Context: an optimization exercise on an open-source flow, tuned for a short achievable clock period and few clock cycles. The choices shown serve that exercise and are no tape-out recipe.
No run shown here included a check of the RTL's function; only the layout flow was run.
No activity file was given, so power comes from the tool's default toggle rates.

File: flow/run.sh
#!/bin/bash
# synth_recipe.tcl (not shown) runs the flow's synth.tcl, then flattens the netlist and writes it again
# the make line also repeats each setting of config.mk as NAME=value (left out here)
make -C /OpenROAD-flow-scripts/flow DESIGN_CONFIG=/design/flow/config.mk WORK_HOME=/design/flow/orfs CLKGATE_MAP_FILE= SYNTH_SCRIPT=/design/flow/synth_recipe.tcl finish
File: flow/config.mk
export PLATFORM = sky130hd
export DESIGN_NAME = rv_core
export DESIGN_NICKNAME = rv_core
export VERILOG_FILES = /design/flow/design.v
export SDC_FILE = /design/flow/constraint.sdc
export NUM_CORES = 4
export LEC_CHECK = 0
export ABC_CLOCK_PERIOD_IN_PS = 2500
export CAP_MARGIN = 20
export CORE_MARGIN = 2
export CORE_UTILIZATION = 40
export SETUP_SLACK_MARGIN = 4.6
export SLEW_MARGIN = 20
File: flow/constraint.sdc
create_clock -name core_clock -period 7.5 [get_ports {clk_cpu_i}]
set_input_delay 1.5000 -clock core_clock [delete_from_list [all_inputs] [get_ports {clk_cpu_i}]]
set_output_delay 1.5000 -clock core_clock [all_outputs]
set_load 0.01 [all_outputs]
File: flow/design.v
localparam logic [3:0] ALU_ADD = 4'd0;
localparam logic [3:0] ALU_SUB = 4'd1;
localparam logic [3:0] ALU_AND = 4'd2;
localparam logic [3:0] ALU_OR  = 4'd3;
localparam logic [3:0] ALU_XOR = 4'd4;
localparam logic [3:0] ALU_SLT = 4'd5;
localparam logic [3:0] ALU_SLL = 4'd6;
localparam logic [3:0] ALU_SRL = 4'd7;
localparam logic [3:0] ALU_EQ  = 4'd8;
localparam logic [3:0] ALU_NE  = 4'd9;
localparam logic [3:0] ALU_LT  = 4'd10;
localparam logic [1:0] WB_ALU = 2'd0;
localparam logic [1:0] WB_MEM = 2'd1;
localparam logic [1:0] WB_IMM = 2'd2;
localparam logic [1:0] RUN   = 2'd0;
localparam logic [1:0] WAIT1 = 2'd1;
localparam logic [1:0] WAIT2 = 2'd2;
`timescale 1ns/10ps
module rv_core (
    input  logic        clk_cpu_i,
    input  logic        arst_n_i,
    input  logic [31:0] irom_inst_i,
    input  logic [31:0] dram_rdata_i,
    output logic [31:0] irom_addr_o,
    output logic [31:0] dram_addr_o,
    output logic [31:0] dram_wdata_o,
    output logic        dram_we_o,
    output logic        dram_re_o,
    output logic        debug_wb_have_inst_o,
    output logic [31:0] debug_wb_pc_o,
    output logic        debug_wb_ena_o,
    output logic [4:0]  debug_wb_reg_o,
    output logic [31:0] debug_wb_value_o
);
    localparam int NBTB = 4;
    logic [31:0] pc_f;
    logic [31:0] pc_o;
    logic [NBTB-1:0] btb_v;
    logic [30:0]     btb_tag [NBTB];
    logic [31:0]     btb_tgt [NBTB];
    logic [1:0]      btb_rr;
    logic            btb_alloc_q;
    logic            btb_inval_q;
    logic [NBTB-1:0] btb_inval_vec_q;
    logic [31:0]     btb_pc_q;
    logic [31:0]     btb_tgtw_q;
    logic            v_d;
    logic [31:0]     pc_d;
    logic [31:0]     inst_d;
    logic            pred_d;
    logic [31:0]     tgt_d;
    logic [31:0]     pc4_d;
    logic            bh_d;
    logic [NBTB-1:0] bhv_d;
    logic            fl_q;
    logic            v_e;
    logic            wr_e;
    logic            ena_e;
    logic            ld_e;
    logic            st_e;
    logic            br_e;
    logic            pred_e;
    logic            bq_e;
    logic            bn_e;
    logic            bl_e;
    logic            m_eq_e, m_ne_e, m_lt_e, m_ge_e;    
    logic            bh_e;
    logic [NBTB-1:0] bhv_e;
    logic [4:0]      rd_e;
    logic [31:0]     pc_e;
    logic [31:0]     tgt_e;
    logic [31:0]     alt_e;
    logic [31:0]     opa_e;       
    logic [31:0]     opb_e;
    logic [31:0]     opa_n_e;     
    logic [31:0]     opb_n_e;
    logic [31:0]     sd_e;
    logic            s_ml_e;
    logic            f_sub_e;
    logic            f_add_e, f_sll_e, f_slt_e, f_xor_e, f_srl_e, f_or_e, f_and_e, f_lui_e;
    logic            v_m;
    logic            wr_m;
    logic            ena_m;
    logic            ld_m;
    logic            st_m;
    logic [4:0]      rd_m;
    logic [31:0]     pc_m;
    logic [31:0]     alu_m;
    logic [31:0]     sd_m;
    logic            v_w;
    logic            wr_w;
    logic            ena_w;
    logic [4:0]      rd_w;
    logic [31:0]     pc_w;
    logic [31:0]     data_w;
    logic [31:0]     dbg_val_w;
    logic [31:0]     rf [32];
    logic [NBTB-1:0] hitv_f;
    logic            hit_f;
    logic [31:0]     btgt_f;
    logic            isbr_f;
    logic            spred_f;
    logic [31:0]     stgt_f;
    logic [31:0]     pc4_f;
    logic [13:0]     stlo_f;
    logic [18:0]     hi_inc_f, hi_dec_f, sthi_f;
    always_comb begin
        btgt_f = '0;
        for (int i = 0; i < NBTB; i++) begin
            hitv_f[i] = btb_v[i] && (btb_tag[i] == pc_f[31:1]);
            btgt_f    = btgt_f | (btb_tgt[i] & {32{hitv_f[i]}});
        end
        hit_f = |hitv_f;
    end
    assign isbr_f  = (irom_inst_i[6:0] == 7'b1100011);
    assign spred_f = isbr_f && (irom_inst_i[31] || irom_inst_i[14:12] == 3'b001);
    logic [12:1] boff_f;
    logic [12:1] sg_f [5];
    logic [12:1] sp_f [5];
    assign boff_f = {irom_inst_i[31], irom_inst_i[7], irom_inst_i[30:25], irom_inst_i[11:8]};
    always_comb begin
        sg_f[0] = pc_f[12:1] & boff_f;
        sp_f[0] = pc_f[12:1] ^ boff_f;
        for (int l = 0; l < 4; l++) begin
            for (int i = 1; i <= 12; i++) begin
                if ((((i - 1) >> l) & 1) == 1) begin
                    sg_f[l + 1][i] = sg_f[l][i] | (sp_f[l][i] & sg_f[l][(((i - 1) >> l) << l)]);
                    sp_f[l + 1][i] = sp_f[l][i] & sp_f[l][(((i - 1) >> l) << l)];
                end else begin
                    sg_f[l + 1][i] = sg_f[l][i];
                    sp_f[l + 1][i] = sp_f[l][i];
                end
            end
        end
        stlo_f[0] = pc_f[0];
        stlo_f[1] = sp_f[0][1];
        for (int i = 2; i <= 12; i++)
            stlo_f[i] = sp_f[0][i] ^ sg_f[4][i - 1];
        stlo_f[13] = sg_f[4][12];
    end
    always_comb begin
        logic all1, all0;
        all1 = 1'b1;
        all0 = 1'b1;
        for (int i = 0; i < 19; i++) begin
            hi_inc_f[i] = pc_f[13 + i] ^ all1;
            hi_dec_f[i] = pc_f[13 + i] ^ all0;
            all1 = all1 & pc_f[13 + i];
            all0 = all0 & !pc_f[13 + i];
        end
    end
    always_comb begin
        case ({irom_inst_i[31], stlo_f[13]})
            2'b01:   sthi_f = hi_inc_f;
            2'b10:   sthi_f = hi_dec_f;
            default: sthi_f = pc_f[31:13];
        endcase
    end
    assign stgt_f = {sthi_f, stlo_f[12:0]};
    assign pc4_f  = pc_f + 32'd4;
    assign irom_addr_o = pc_o;
    logic [6:0]  opc_d;
    logic [2:0]  f3_d;
    logic [4:0]  rs1_d, rs2_d, rd_d;
    logic        is_op_d, is_imm_d, is_lui_d, is_ld_d, is_st_d, is_br_d, is_alu_d;
    logic        use1_d, use2_d, rfwe_d, bimm_d;
    logic [31:0] imm_d;
    logic [31:0] rv1_d, rv2_d;
    logic        wrv_e, ldv_e;
    logic        me1, me2, mm1, mm2;
    logic        stall_d;
    logic [31:0] res_e;
    logic [31:0] m_res;
    logic [31:0] opa_nxt, opb_nxt, sd_nxt;
    logic [31:0] early_a, early_s, early_b;
    logic        meb;
    assign opc_d = inst_d[6:0];
    assign f3_d  = inst_d[14:12];
    assign rd_d  = inst_d[11:7];
    assign rs1_d = inst_d[19:15];
    assign rs2_d = inst_d[24:20];
    assign is_op_d  = (opc_d == 7'b0110011);
    assign is_imm_d = (opc_d == 7'b0010011);
    assign is_lui_d = (opc_d == 7'b0110111);
    assign is_ld_d  = (opc_d == 7'b0000011);
    assign is_st_d  = (opc_d == 7'b0100011);
    assign is_br_d  = (opc_d == 7'b1100011);
    assign is_alu_d = is_op_d | is_imm_d;
    assign use1_d = is_alu_d | is_ld_d | is_st_d | is_br_d;
    assign use2_d = is_op_d | is_br_d;
    assign rfwe_d = is_alu_d | is_lui_d | is_ld_d;
    assign bimm_d = is_imm_d | is_ld_d | is_st_d | is_lui_d;
    always_comb begin
        if (is_st_d)
            imm_d = {{20{inst_d[31]}}, inst_d[31:25], inst_d[11:7]};
        else if (is_lui_d)
            imm_d = {inst_d[31:12], 12'h000};
        else
            imm_d = {{20{inst_d[31]}}, inst_d[31:20]};
    end
    always_comb begin
        if (rs1_d == 5'd0)
            rv1_d = '0;
        else if (wr_w && rd_w == rs1_d)
            rv1_d = data_w;
        else
            rv1_d = rf[rs1_d];
        if (rs2_d == 5'd0)
            rv2_d = '0;
        else if (wr_w && rd_w == rs2_d)
            rv2_d = data_w;
        else
            rv2_d = rf[rs2_d];
    end
    assign wrv_e = wr_e && !fl_q;
    assign ldv_e = ld_e && !fl_q;
    assign me1   = wrv_e && (rd_e == rs1_d);
    assign me2   = wrv_e && (rd_e == rs2_d);
    assign mm1   = wr_m && (rd_m == rs1_d);
    assign mm2   = wr_m && (rd_m == rs2_d);
    assign stall_d = v_d && ldv_e && ((use1_d && me1) || (use2_d && me2));
    assign m_res   = ld_m ? dram_rdata_i : alu_m;
    assign early_a = mm1 ? m_res : rv1_d;
    assign early_s = mm2 ? m_res : rv2_d;
    assign early_b = bimm_d ? imm_d : early_s;
    assign meb     = me2 && !bimm_d;
    logic fa_add_e, fa_sub_e, fa_oth_e;
    logic fb_add_e, fb_sub_e, fb_oth_e;
    logic fs_add_e, fs_sub_e, fs_oth_e;
    assign fa_add_e = me1 && f_add_e;
    assign fa_sub_e = me1 && f_sub_e;
    assign fa_oth_e = me1 && !f_add_e && !f_sub_e;
    assign fb_add_e = meb && f_add_e;
    assign fb_sub_e = meb && f_sub_e;
    assign fb_oth_e = meb && !f_add_e && !f_sub_e;
    assign fs_add_e = me2 && f_add_e;
    assign fs_sub_e = me2 && f_sub_e;
    assign fs_oth_e = me2 && !f_add_e && !f_sub_e;
    assign opa_nxt = ({32{fa_add_e}} & sum_e) | ({32{fa_sub_e}} & dif_e)
                   | ({32{fa_oth_e}} & oth_e) | ({32{!me1}} & early_a);
    assign sd_nxt  = ({32{fs_add_e}} & sum_e) | ({32{fs_sub_e}} & dif_e)
                   | ({32{fs_oth_e}} & oth_e) | ({32{!me2}} & early_s);
    assign opb_nxt = ({32{fb_add_e}} & sum_e) | ({32{fb_sub_e}} & dif_e)
                   | ({32{fb_oth_e}} & oth_e) | ({32{!meb}} & early_b);
    logic [31:0] sum_e, dif_e, oth_e;
    logic [31:0] xa_e, xb_e;
    logic        lt_e, eq_e, taken_e, mis_e;
    assign sum_e = opa_e + opb_e;
    assign dif_e = opa_e - opb_e;
    assign xa_e  = ~opa_n_e;
    assign xb_e  = ~opb_n_e;
    assign lt_e  = $signed(xa_e) < $signed(xb_e);
    assign eq_e  = (opa_n_e == opb_n_e);
    assign oth_e = ({32{f_sll_e}} & (xa_e << xb_e[4:0]))
                 | ({32{f_srl_e}} & (xa_e >> xb_e[4:0]))
                 | ({32{f_slt_e}} & {31'd0, lt_e})
                 | ({32{f_xor_e}} & (xa_e ^ xb_e))
                 | ({32{f_or_e}}  & (xa_e | xb_e))
                 | ({32{f_and_e}} & (xa_e & xb_e))
                 | ({32{f_lui_e}} & xb_e);
    assign res_e = ({32{f_add_e}} & sum_e) | ({32{f_sub_e}} & dif_e) | oth_e;
    assign taken_e = (bq_e && eq_e) || (bn_e && !eq_e) || (bl_e && lt_e);
    assign mis_e   = !fl_q && ((m_eq_e && eq_e) || (m_ne_e && !eq_e)
                               || (m_lt_e && lt_e) || (m_ge_e && !lt_e));
    logic [31:0] pc_early_f, pc_fetch_f, pc_nxt;
    assign pc_early_f = stall_d ? pc_f : (hit_f ? btgt_f : pc4_f);
    assign pc_fetch_f = (spred_f && !stall_d) ? stgt_f : pc_early_f;
    assign pc_nxt     = mis_e ? alt_e : pc_fetch_f;
    always_ff @(posedge clk_cpu_i or negedge arst_n_i) begin
        if (!arst_n_i) begin
            pc_f <= 32'h0000_0000;
            v_d  <= 1'b0;
            fl_q <= 1'b0;
        end else begin
            pc_f <= pc_nxt;
            if (mis_e)
                v_d <= 1'b0;
            else if (!stall_d)
                v_d <= 1'b1;
            fl_q <= mis_e;
        end
    end
    always_ff @(posedge clk_cpu_i) begin
        if (!arst_n_i)
            pc_o <= 32'h0000_0000;
        else
            pc_o <= pc_nxt;
    end
    always_ff @(posedge clk_cpu_i) begin
        if (!stall_d) begin
            tgt_d  <= stgt_f;
            pc4_d  <= pc4_f;
            pc_d   <= pc_f;
            inst_d <= irom_inst_i;
            pred_d <= spred_f || hit_f;
            bh_d   <= hit_f;
            bhv_d  <= hitv_f;
        end
    end
    always_ff @(posedge clk_cpu_i or negedge arst_n_i) begin
        if (!arst_n_i) begin
            btb_v       <= '0;
            btb_rr      <= '0;
            btb_alloc_q <= 1'b0;
            btb_inval_q <= 1'b0;
        end else begin
            btb_alloc_q <= br_e && !fl_q && taken_e && !bh_e && !pred_e;
            btb_inval_q <= br_e && !fl_q && !taken_e && bh_e;
            if (btb_alloc_q) begin
                btb_v[btb_rr] <= 1'b1;
                btb_rr        <= btb_rr + 2'd1;
            end else if (btb_inval_q) begin
                btb_v <= btb_v & ~btb_inval_vec_q;
            end
        end
    end
    always_ff @(posedge clk_cpu_i) begin
        btb_inval_vec_q <= bhv_e;
        btb_pc_q        <= pc_e;
        btb_tgtw_q      <= tgt_e;
        if (btb_alloc_q) begin
            btb_tag[btb_rr] <= btb_pc_q[31:1];
            btb_tgt[btb_rr] <= btb_tgtw_q;
        end
    end
    logic go_d;
    assign go_d = v_d && !stall_d;
    always_ff @(posedge clk_cpu_i or negedge arst_n_i) begin
        if (!arst_n_i) begin
            v_e  <= 1'b0;
            wr_e <= 1'b0;
            ld_e <= 1'b0;
            st_e <= 1'b0;
            br_e <= 1'b0;
            m_eq_e <= 1'b0;
            m_ne_e <= 1'b0;
            m_lt_e <= 1'b0;
            m_ge_e <= 1'b0;
        end else begin
            m_eq_e <= go_d && is_br_d && (pred_d ? f3_d == 3'b001 : f3_d == 3'b000);
            m_ne_e <= go_d && is_br_d && (pred_d ? f3_d == 3'b000 : f3_d == 3'b001);
            m_lt_e <= go_d && is_br_d && !pred_d && f3_d[2:1] != 2'b00;
            m_ge_e <= go_d && is_br_d && pred_d && f3_d[2:1] != 2'b00;
            v_e  <= go_d;
            wr_e <= go_d && rfwe_d && (rd_d != 5'd0);
            ld_e <= go_d && is_ld_d;
            st_e <= go_d && is_st_d;
            br_e <= go_d && is_br_d;
        end
    end
    always_ff @(posedge clk_cpu_i) begin
        ena_e   <= rfwe_d;
        pred_e  <= pred_d;
        bq_e    <= (f3_d == 3'b000);
        bn_e    <= (f3_d == 3'b001);
        bl_e    <= (f3_d[2:1] != 2'b00);
        bh_e    <= bh_d;
        bhv_e   <= bhv_d;
        rd_e    <= rd_d;
        pc_e    <= pc_d;
        tgt_e   <= tgt_d;
        alt_e   <= pred_d ? pc4_d : tgt_d;
        opa_e   <= opa_nxt;
        opb_e   <= opb_nxt;
        opa_n_e <= ~opa_nxt;
        opb_n_e <= ~opb_nxt;
        sd_e    <= sd_nxt;
        s_ml_e  <= me2 && ldv_e;
        f_sub_e <= is_op_d && (f3_d == 3'b000) && inst_d[30];
        f_add_e <= is_alu_d ? ((f3_d == 3'b000 && !(is_op_d && inst_d[30])) || f3_d == 3'b011)
                            : !is_lui_d;
        f_sll_e <= is_alu_d && (f3_d == 3'b001);
        f_slt_e <= is_alu_d && (f3_d == 3'b010);
        f_xor_e <= is_alu_d && (f3_d == 3'b100);
        f_srl_e <= is_alu_d && (f3_d == 3'b101);
        f_or_e  <= is_alu_d && (f3_d == 3'b110);
        f_and_e <= is_alu_d && (f3_d == 3'b111);
        f_lui_e <= is_lui_d;
    end
    always_ff @(posedge clk_cpu_i or negedge arst_n_i) begin
        if (!arst_n_i) begin
            v_m  <= 1'b0;
            wr_m <= 1'b0;
            ld_m <= 1'b0;
            st_m <= 1'b0;
        end else begin
            v_m  <= v_e && !fl_q;
            wr_m <= wr_e && !fl_q;
            ld_m <= ld_e && !fl_q;
            st_m <= st_e && !fl_q;
        end
    end
    always_ff @(posedge clk_cpu_i) begin
        ena_m <= ena_e;
        rd_m  <= rd_e;
        pc_m  <= pc_e;
        alu_m <= res_e;
        sd_m  <= s_ml_e ? dram_rdata_i : sd_e;
    end
    assign dram_addr_o  = alu_m;
    assign dram_wdata_o = sd_m;
    assign dram_we_o    = st_m;
    assign dram_re_o    = ld_m;
    always_ff @(posedge clk_cpu_i or negedge arst_n_i) begin
        if (!arst_n_i) begin
            v_w    <= 1'b0;
            wr_w   <= 1'b0;
            data_w <= '0;
        end else begin
            v_w    <= v_m;
            wr_w   <= wr_m;
            data_w <= m_res;
        end
    end
    always_ff @(posedge clk_cpu_i) begin
        ena_w     <= ena_m;
        rd_w      <= rd_m;
        pc_w      <= pc_m;
        dbg_val_w <= m_res;
        if (wr_w)
            rf[rd_w] <= data_w;
    end
    assign debug_wb_have_inst_o = v_w;
    assign debug_wb_pc_o        = pc_w;
    assign debug_wb_ena_o       = ena_w;
    assign debug_wb_reg_o       = rd_w;
    assign debug_wb_value_o     = dbg_val_w;
endmodule
==> results of run 1 <==
## metal layers
metal  vias to the layer above  part of all wire, %  global-route usage, %
met2                      3923                   46                  44.88
met5                         -                0.023                      0
li1                      24970                    -                      -
met4                        12                  6.2                  15.04
met3                       878                  9.7                  5.799
met1                     32620                   38                  37.90
## cells in the mapped netlist, types with 11 or more instances
master     instances
buf_4             20
o21ai_0          163
a31oi_1           30
o31ai_1           17
buf_2            100
dfxtp_1          529
o221ai_1          29
or4_1             13
xor2_1           112
o21bai_1          18
edfxtp_1        1407
dfrtp_1           89
mux2_2           106
and3_1            41
o21a_1            19
xnor2_1          133
nand2b_1          22
nor2_1           285
buf_1             63
nand4_1           44
a222oi_1          26
nand2_1          317
nor4_1            37
and2_1            40
a21o_1            36
a211oi_1          33
o211ai_1          37
mux4_2           689
nand3_1           73
or3_1             11
ha_1             180
a2bb2oi_1         11
clkbuf_1         225
mux2i_1          130
a22oi_1           63
o2111ai_1         11
o22ai_1           22
o21ai_1           62
a211o_1           12
nor3_1            42
a221oi_1          43
a21oi_1          179
nor2b_1           29
inv_1            189
## per-stage QoR
step           util [%]  total power [mW]  setup slack (ns)  hold slack (ns)  cell area, um2
2_1_floorplan         -             19.07             2.140           0.3096           91870
3_3_place_gp      42.89             22.39             1.116           0.3102           97490
3_5_place_dp      42.91             22.45             1.082           0.3121           97520
4_1_cts           49.77             34.49             2.694           0.3066          113100
5_1_grt           51.47             36.50             2.636           0.3199          117000
6_report          51.48             35.48             2.790           0.3128          117000
## state kept, by name (all words and copies together) (netlist names), 32 cells and up, named ones only
| signal | cells |
|---|---|
| data_w | 32 |
| inst_d | 32 |
| pc_d | 32 |
| rf | 1024 |
| opb_n_e | 32 |
| sd_m | 32 |
| pc_f | 32 |
| alu_m | 32 |
| pc_w | 32 |
| sd_e | 32 |
| opa_e | 32 |
| dbg_val_w | 32 |
| alt_e | 32 |
| opa_n_e | 32 |
| pc_o | 32 |
| btb_tag | 124 |
| opb_e | 32 |
| btb_tgtw_q | 32 |
| btb_tgt | 128 |
| tgt_e | 32 |
## cell type report
type | count | area, um2 | area share (%)
Sequential cell | 2025 | 55510 | 47.44
Multi-Input combinational cell | 3303 | 38910 | 33.26
Timing Repair Buffer | 969 | 10790 | 9.225
Clock buffer | 283 | 5837 | 4.989
Tap cell | 3009 | 3765 | 3.218
Clock inverter | 116 | 1182 | 1.011
Inverter | 202 | 892.1 | 0.7625
Timing Repair inverter | 6 | 83.83 | 0.07165
Antenna cell | 9 | 22.52 | 0.01925
## kinds of logic after synthesis
kind of cell    synth area share [%]
compound gates                 6.921
xor+xnor                       2.365
fa+ha+maj                      2.595
buf+inv                        2.847
flops                          60.24
mux                            19.74
simple gates                   5.293
## repair_timing
action                     in CTS  in global routing
cloned                         58                 19
resized for setup            1908                404
setup buffers                 344                187
setup endpoints to repair     992                544
pin swaps                     249                218
## power breakdown
group | leakage (nW) | switching (mW) | internal, mW
registers | 18.3 | 1.83 | 14.4
logic | 19.4 | 4.85 | 3.81
clock network | 3.40 | 4.59 | 6.05
total | 41.1 | 11.3 | 24.2
## critical path: cells and delay by family
kind	cells	cell delay (ns)
XOR/XNOR	1	0.21
adder cells (fa/ha/maj)	3	0.68
buffers and inverters	26	2.56
AND/OR/NAND/NOR	1	0.14
AO/OA/AOI/OAI	3	0.41
## worst paths after layout
| kind | from | endpoint | slack, ns | depth (start not counted) |
|---|---|---|---|---|
| min in group asynchronous | arst_n_i | pc_f[21] | 0.63 | 1 |
| worst min register to register | pc_e[11] | pc_m[11] | 0.31 | 0 |
| worst max register to register | pc_f[2] | pc_o[4] | 3.02 | 32 |
| worst min-delay path | pc_e[11] | pc_m[11] | 0.31 | 0 |
| max in group asynchronous | arst_n_i | data_w[24] | 5.30 | 2 |
| worst max-delay path | irom_inst_i[8] | pc_o[4] | 2.79 | 34 |
==> flow_metrics.py, run 1 <==
metrics = {
    "outcome": {
        "status": "complete, no violations",
    },
    "route": {
        "drt-total-wl_um": 344300,
        "drt_first_pass_iters": 7,
        "viasPerCell": 6.290,
        "drtAntennaViolNets": 0,
        "drc": 0,
        "wl_per_cell_um": 34.70,
        "drtIter0Drc": 8594,
        "vias": 62410,
    },
    "cells_and_area": {
        "drive_gt1_share_pct": 42.48,
        "nets": 6971,
        "fillerInstances": 18520,
        "layout_commonest_cell": "edfxtp_1",
        "area_growth_pct": 27.98,
        "layout_common_cells": "edfxtp_1 (1407), mux4_2 (689), buf_4 (402)",
        "finalNonFillerCells": 9922,
    },
    "logic_synthesis": {
        "yosys_warnings": 3,
        "async_flop_share_pct": 4.395,
        "syn_area_um2": 91420,
        "postSynthAreaPerCell_um2": 15.39,
        "yosys_most_used_dff": "edfxtp_1",
        "syn-num-nets": 6193,
        "yosysSeqAreaShare_pct": 60.24,
        "synth_top_area_share_pct": 46.22,
        "netlist.top_cell.by_area": "edfxtp_1",
        "synth_cells": 5941,
        "synth_area_leaders": "edfxtp_1 (46%), mux4_2 (17%), dfxtp_1 (12%)",
        "yosysUniqueCellTypes": 111,
        "synth_edf_count": 1407,
        "ys_ff_latch": 2025,
    },
    "min_path": {
        "worstHoldPathType": "flop to flop",
    },
    "clock_tree": {
        "clkTransAtPathRegs_ns": 0.06,
        "cts_made_buffers": 212,
        "numClockSinks": 2025,
        "clock_latency_ns": 0.88,
        "htreeDepth": 4,
        "cts-root-buf": "clkbuf_16",
        "ctsHoldBuffers": 0,
        "cts_tree": "done",
        "clock_path_buffers": 3,
    },
    "timing": {
        "finalSetupTns_ns": 0,
        "finClkSkew_ns": 0.06756,
        "finalCritPeriodShare_pct": 62.80,
        "fin_crit_ns": 4.710,
        "worst-slew-pin-transition_ns": 1.218,
        "finalHoldViolCount": 0,
        "finalSetupViolCount": 0,
        "rsz0062_at_grt": "true",
        "finalMaxSlewViolations": 0,
        "max_freq_mhz": 212.3,
        "relSlewSlack_pct": 18.78,
    },
    "power": {
        "p_leak_nw": 41.06,
        "p_per_area_nw_per_um2": 303.3,
        "ir_drop_mv": 0.2247,
    },
    "critical_path": {
        "arrival_ns": 5.53,
        "slowest_delay_ns": 0.35,
        "cp.required_ns": 8.32,
        "crit_type": "input pin to flop",
        "cpMostUsedCell": "buf_6",
        "start_kind": "input pin",
        "cp_max_fo": 2,
        "endpoint_kind": "flop",
        "cp_slowest_cell": "fa_2",
    },
    "global_route": {
        "antenna_found_initial": 31,
        "grtUsageTotal_pct": 28.69,
        "overflow": 0,
        "grt_max_degree": 85,
        "grt_pass1_wl_um": 470800,
        "grt_pass1_vias": 60570,
    },
    "job": {
        "timing.max_cap.violations": 0,
    },
    "placed_design": {
        "dp.cells": 8905,
        "portBuffers": 234,
        "gp_congestion": 0.9819,
        "hpwl_um": 200500,
    },
    "die": {
        "io_pins": 235,
        "initial_core_util_pct": 40.22,
        "die_h_um": 482.1,
        "die_width_um": 482.1,
        "std_cell_rows": 175,
        "dieArea_um2": 232400,
        "core_um2": 227300,
    },
}
==> inputs of run 2 (changes only) <==
--- a/flow/design.v
+++ b/flow/design.v
@@ -75,4 +75,6 @@
     logic [31:0]     opa_n_e;     
     logic [31:0]     opb_n_e;
+    logic [4:0]      shl_e;       
+    logic [4:0]      shr_n_e;     
     logic [31:0]     sd_e;
     logic            s_ml_e;
@@ -247,11 +249,11 @@
     logic        lt_e, eq_e, taken_e, mis_e;
     assign sum_e = opa_e + opb_e;
-    assign dif_e = opa_e - opb_e;
+    assign dif_e = opa_e + opb_n_e + 32'd1;
     assign xa_e  = ~opa_n_e;
     assign xb_e  = ~opb_n_e;
     assign lt_e  = $signed(xa_e) < $signed(xb_e);
     assign eq_e  = (opa_n_e == opb_n_e);
-    assign oth_e = ({32{f_sll_e}} & (xa_e << xb_e[4:0]))
-                 | ({32{f_srl_e}} & (xa_e >> xb_e[4:0]))
+    assign oth_e = ({32{f_sll_e}} & (xa_e << shl_e))
+                 | ({32{f_srl_e}} & (xa_e >> ~shr_n_e))
                  | ({32{f_slt_e}} & {31'd0, lt_e})
                  | ({32{f_xor_e}} & (xa_e ^ xb_e))
@@ -333,4 +335,6 @@
             st_e <= 1'b0;
             br_e <= 1'b0;
+            shl_e   <= '0;
+            shr_n_e <= '0;
             m_eq_e <= 1'b0;
             m_ne_e <= 1'b0;
@@ -338,4 +342,6 @@
             m_ge_e <= 1'b0;
         end else begin
+            shl_e   <= opb_nxt[4:0];
+            shr_n_e <= ~opb_nxt[4:0];
             m_eq_e <= go_d && is_br_d && (pred_d ? f3_d == 3'b001 : f3_d == 3'b000);
             m_ne_e <= go_d && is_br_d && (pred_d ? f3_d == 3'b000 : f3_d == 3'b001);
==> run 2 against run 1 <==
Still clean on timing, DRC and antenna. Clock power hardly changed. Count of clock-buffer cells in the layout is 5 lower. Sequential power hardly changed. Die area is 1.1% higher. Worst hold slack worse by 0.016 ns. Final area is 2.0% higher. Sequential share of layout area is 0.68 points lower. Maximum frequency is 14% higher. Largest cell class unchanged. Largest power group unchanged.
==> flow_metrics.py, run 2 <==
metrics = {
    "critical_path": {
        "cp.required_ns": 8.30,
        "arrival_ns": 4.95,
        "r2r_setup_slack_ns": 3.46,
        "crit_type": "input pin to flop",
        "endpoint_kind": "flop",
        "cp_max_fo": 3,
        "reg2regPathDepth": 23,
        "start_kind": "input pin",
    },
    "logic_synthesis": {
        "yosys_warnings": 3,
        "postSynthAreaPerCell_um2": 15.49,
        "synth_top_area_share_pct": 45.72,
        "synth_cells": 5966,
        "yosysSeqAreaShare_pct": 59.86,
        "synth_most_common_cell": "edfxtp_1",
        "ys_top_cells_by_count": "edfxtp_1 (1407), mux4_2 (687), dfxtp_1 (529)",
        "ys_ff_latch": 2035,
        "syn-num-nets": 6217,
        "synth_area_leaders": "edfxtp_1 (46%), mux4_2 (17%), dfxtp_1 (11%)",
        "syn_area_um2": 92410,
        "synth_edf_count": 1407,
        "yosys_most_used_dff": "edfxtp_1",
        "netlist.top_cell.by_area": "edfxtp_1",
        "async_flop_share_pct": 4.865,
        "yosysUniqueCellTypes": 103,
    },
    "clock_tree": {
        "ctsHoldBuffers": 0,
        "clkTransAtPathRegs_ns": 0.07,
        "cts_made_buffers": 213,
        "clock_path_buffers": 3,
        "clock_latency_ns": 0.91,
        "cts_tree": "done",
        "cts-root-buf": "clkbuf_16",
        "htreeDepth": 4,
        "numClockSinks": 2035,
    },
    "timing": {
        "finClkSkew_ns": 0.1010,
        "rsz0062_at_grt": "true",
        "finalCritPeriodShare_pct": 55.28,
        "holdWs_ns": 0.2971,
        "finalHoldViolCount": 0,
        "finalSetupViolCount": 0,
        "finalSetupTns_ns": 0,
        "max_freq_mhz": 241.2,
        "relSlewSlack_pct": 27.82,
        "finalMaxSlewViolations": 0,
        "worst-slew-pin-transition_ns": 1.083,
        "fin_crit_ns": 4.146,
        "layout_setup_ws_ns": 3.354,
    },
    "cells_and_area": {
        "area_growth_pct": 29.13,
        "largest_reg_flops": 1024,
        "largest_registers": "rf x1024, btb_tgt x128, btb_tag x124",
        "layout_commonest_cell": "edfxtp_1",
        "fillerInstances": 18610,
        "drive_gt1_share_pct": 44.06,
        "regMostFlops": "rf",
        "regArea_um2": 55800,
        "utilization_pct": 51.90,
        "final_cell_area_um2": 119300,
        "multiInputGateArea_um2": 40250,
        "finalNonFillerCells": 10030,
        "nets": 7055,
        "layout_common_cells": "edfxtp_1 (1407), mux4_2 (693), buf_4 (441)",
    },
    "power": {
        "power_mw": 36.30,
        "ir_drop_mv": 0.2245,
        "p_per_area_nw_per_um2": 304.3,
        "p_leak_nw": 41.93,
    },
    "die": {
        "io_pins": 235,
        "core_um2": 229900,
        "die_h_um": 484.6,
        "std_cell_rows": 176,
        "dieArea_um2": 234900,
        "initial_core_util_pct": 40.19,
        "die_width_um": 484.6,
    },
    "placed_design": {
        "dp.cells": 8967,
        "hpwl_um": 203600,
        "portBuffers": 234,
        "preCtsSetupSlack_ns": 1.572,
        "placed_area_um2": 98410,
        "gp_congestion": 0.9322,
    },
    "route": {
        "drc": 0,
        "wl_per_cell_um": 34.45,
        "drtIter0Drc": 8491,
        "drtAntennaViolNets": 0,
        "viasPerCell": 6.340,
        "drt_first_pass_iters": 8,
        "drt-total-wl_um": 345500,
        "vias": 63590,
    },
    "outcome": {
        "status": "complete, no violations",
    },
    "global_route": {
        "overflow": 0,
        "grt_pass1_vias": 61130,
        "grtUsageTotal_pct": 28.48,
        "grt_pass1_wl_um": 474400,
        "grt_max_degree": 68,
        "antenna_found_initial": 24,
    },
    "min_path": {
        "whs_path_depth": 0,
        "worstHoldPathType": "flop to flop",
    },
    "job": {
        "timing.max_cap.violations": 0,
    },
}
==> run 2: cell count changes in the layout (fill, tap and decap cells not counted), sizes merged, moves of 15 or more <==
cell    previous run  this run
inv              211       157
buf              881       930
xnor2            134       179
xor2             112        75
a211oi            35        68
o21ai            226       195
nand4             44        72
nand2            317       344
nand3             77        96
a21oi            184       166
clkinv            80        96
nor2             287       272
==> run 2: logic make-up after synthesis <==
kind of cell               count (synthesis)  share of synthesized area (%)
DFF                                     2035                          59.86
and+or+nand+nor                         1082                          5.646
muxes                                    951                          20.03
AOI/OAI and AO/OA                        914                          6.915
buffers and inverters                    545                          2.587
xor gates and xnor gates                 254                          2.407
adders and majority gates                185                          2.554
==> run 2: repair_timing <==
action	in CTS	in global routing
buffers inserted	384	188
gates resized for setup	2065	403
pin swaps	280	233
endpoints found under the setup margin	901	520
hold endpoints to repair	0	0
cloned	63	13
==> run 2: path summary, 6_finish.rpt <==
kind / startpoint / end
setup / recovery: irom_inst_i[27] / pc_o[25]
hold / removal: tgt_e[1] / btb_tgtw_q[1]
setup reg to reg: pc_f[1] / pc_f[18]
hold reg to reg: tgt_e[1] / btb_tgtw_q[1]
max in group asynchronous: arst_n_i / data_w[13]
min in group asynchronous: arst_n_i / pc_f[25]
==> run 2: worst max-delay path: stages <==
cell and delay [ns]:
clkbuf_4 0.20, ha_4 0.27, or2_4 0.23, a21o_1 0.20
a311oi_4 0.38, nand2b_4 0.21, a21boi_4 0.06, nor2_4 0.13
ha_4 0.19, buf_6 0.12, buf_6 0.08, buf_6 0.09
a41oi_4 0.03, buf_4 0.17, buf_6 0.11, nor2_4 0.09
nand2_2 0.08, xnor2_2 0.21, o21ai_1 0.08, a31oi_1 0.20
a211oi_2 0.06, a211oi_1 0.21
==> run 2: report_power, final <==
group          switching, mW  internal (mW)
registers               2.05           14.5
logic                   4.90           4.02
clock network           4.77           6.10
total                   11.7           24.6
==> run 2: area by class of cell <==
class,count,share of cell area [%]
Clock buffer,278,4.905
Antenna cell,9,0.01887
Inverter,145,0.5295
Timing Repair inverter,5,0.05453
Sequential cell,2035,46.76
Tap cell,3026,3.173
Timing Repair Buffer,1012,9.638
Multi-Input combinational cell,3392,33.73
Clock inverter,128,1.186
==> run 2: per-layer routing <==
| metal | share of wire (%) | track usage, % | vias up | routed length (um) |
|---|---|---|---|---|
| met3 | 9.3 | 5.656 | 844 | 32130 |
| met5 | 0.018 | 0 | - | 61 |
| met4 | 6.1 | 14.66 | 10 | 21250 |
| met1 | 39 | 38.27 | 33390 | 133600 |
| li1 | - | - | 25440 | - |
| met2 | 46 | 43.97 | 3907 | 158500 |

port drivers added, routing unchanged:
The results above use ideal ports. As a check the final layouts listed here were re-extracted and re-timed, cells and wires unchanged. Step 1: set_driving_cell puts a clkbuf_16 on clk_cpu_i and a buf_2 on each other input, an assumption about the parent block. Step 2 moves the port delays by t, midway between the first and last clock arrival at a register: inputs arrive t later, outputs are due t later. That takes back most of the time a late clock gives input paths. Three values: ideal, step 1, step 2; two values: the first two.
run | shift t [ns] | setup slack, ns | worst hold slack (ns) | clock arrival spread, ns | slew at the worst register clock pin (ns)
run 1 | 0.936 | 2.790 / 2.837 / 1.900 | 0.313 / 0.313 / 0.313 | 0.069 / 0.069 | 0.07 / 0.07
run 2 | 0.949 | 3.354 / 3.404 / 2.455 | 0.297 / 0.297 / 0.297 | 0.102 / 0.102 | 0.07 / 0.07
After both steps setup and hold are still met in every run listed. For run 2, which loses most, drivers alone change the setup slack by +0.050 ns; drivers and shift together by -0.899 ns.
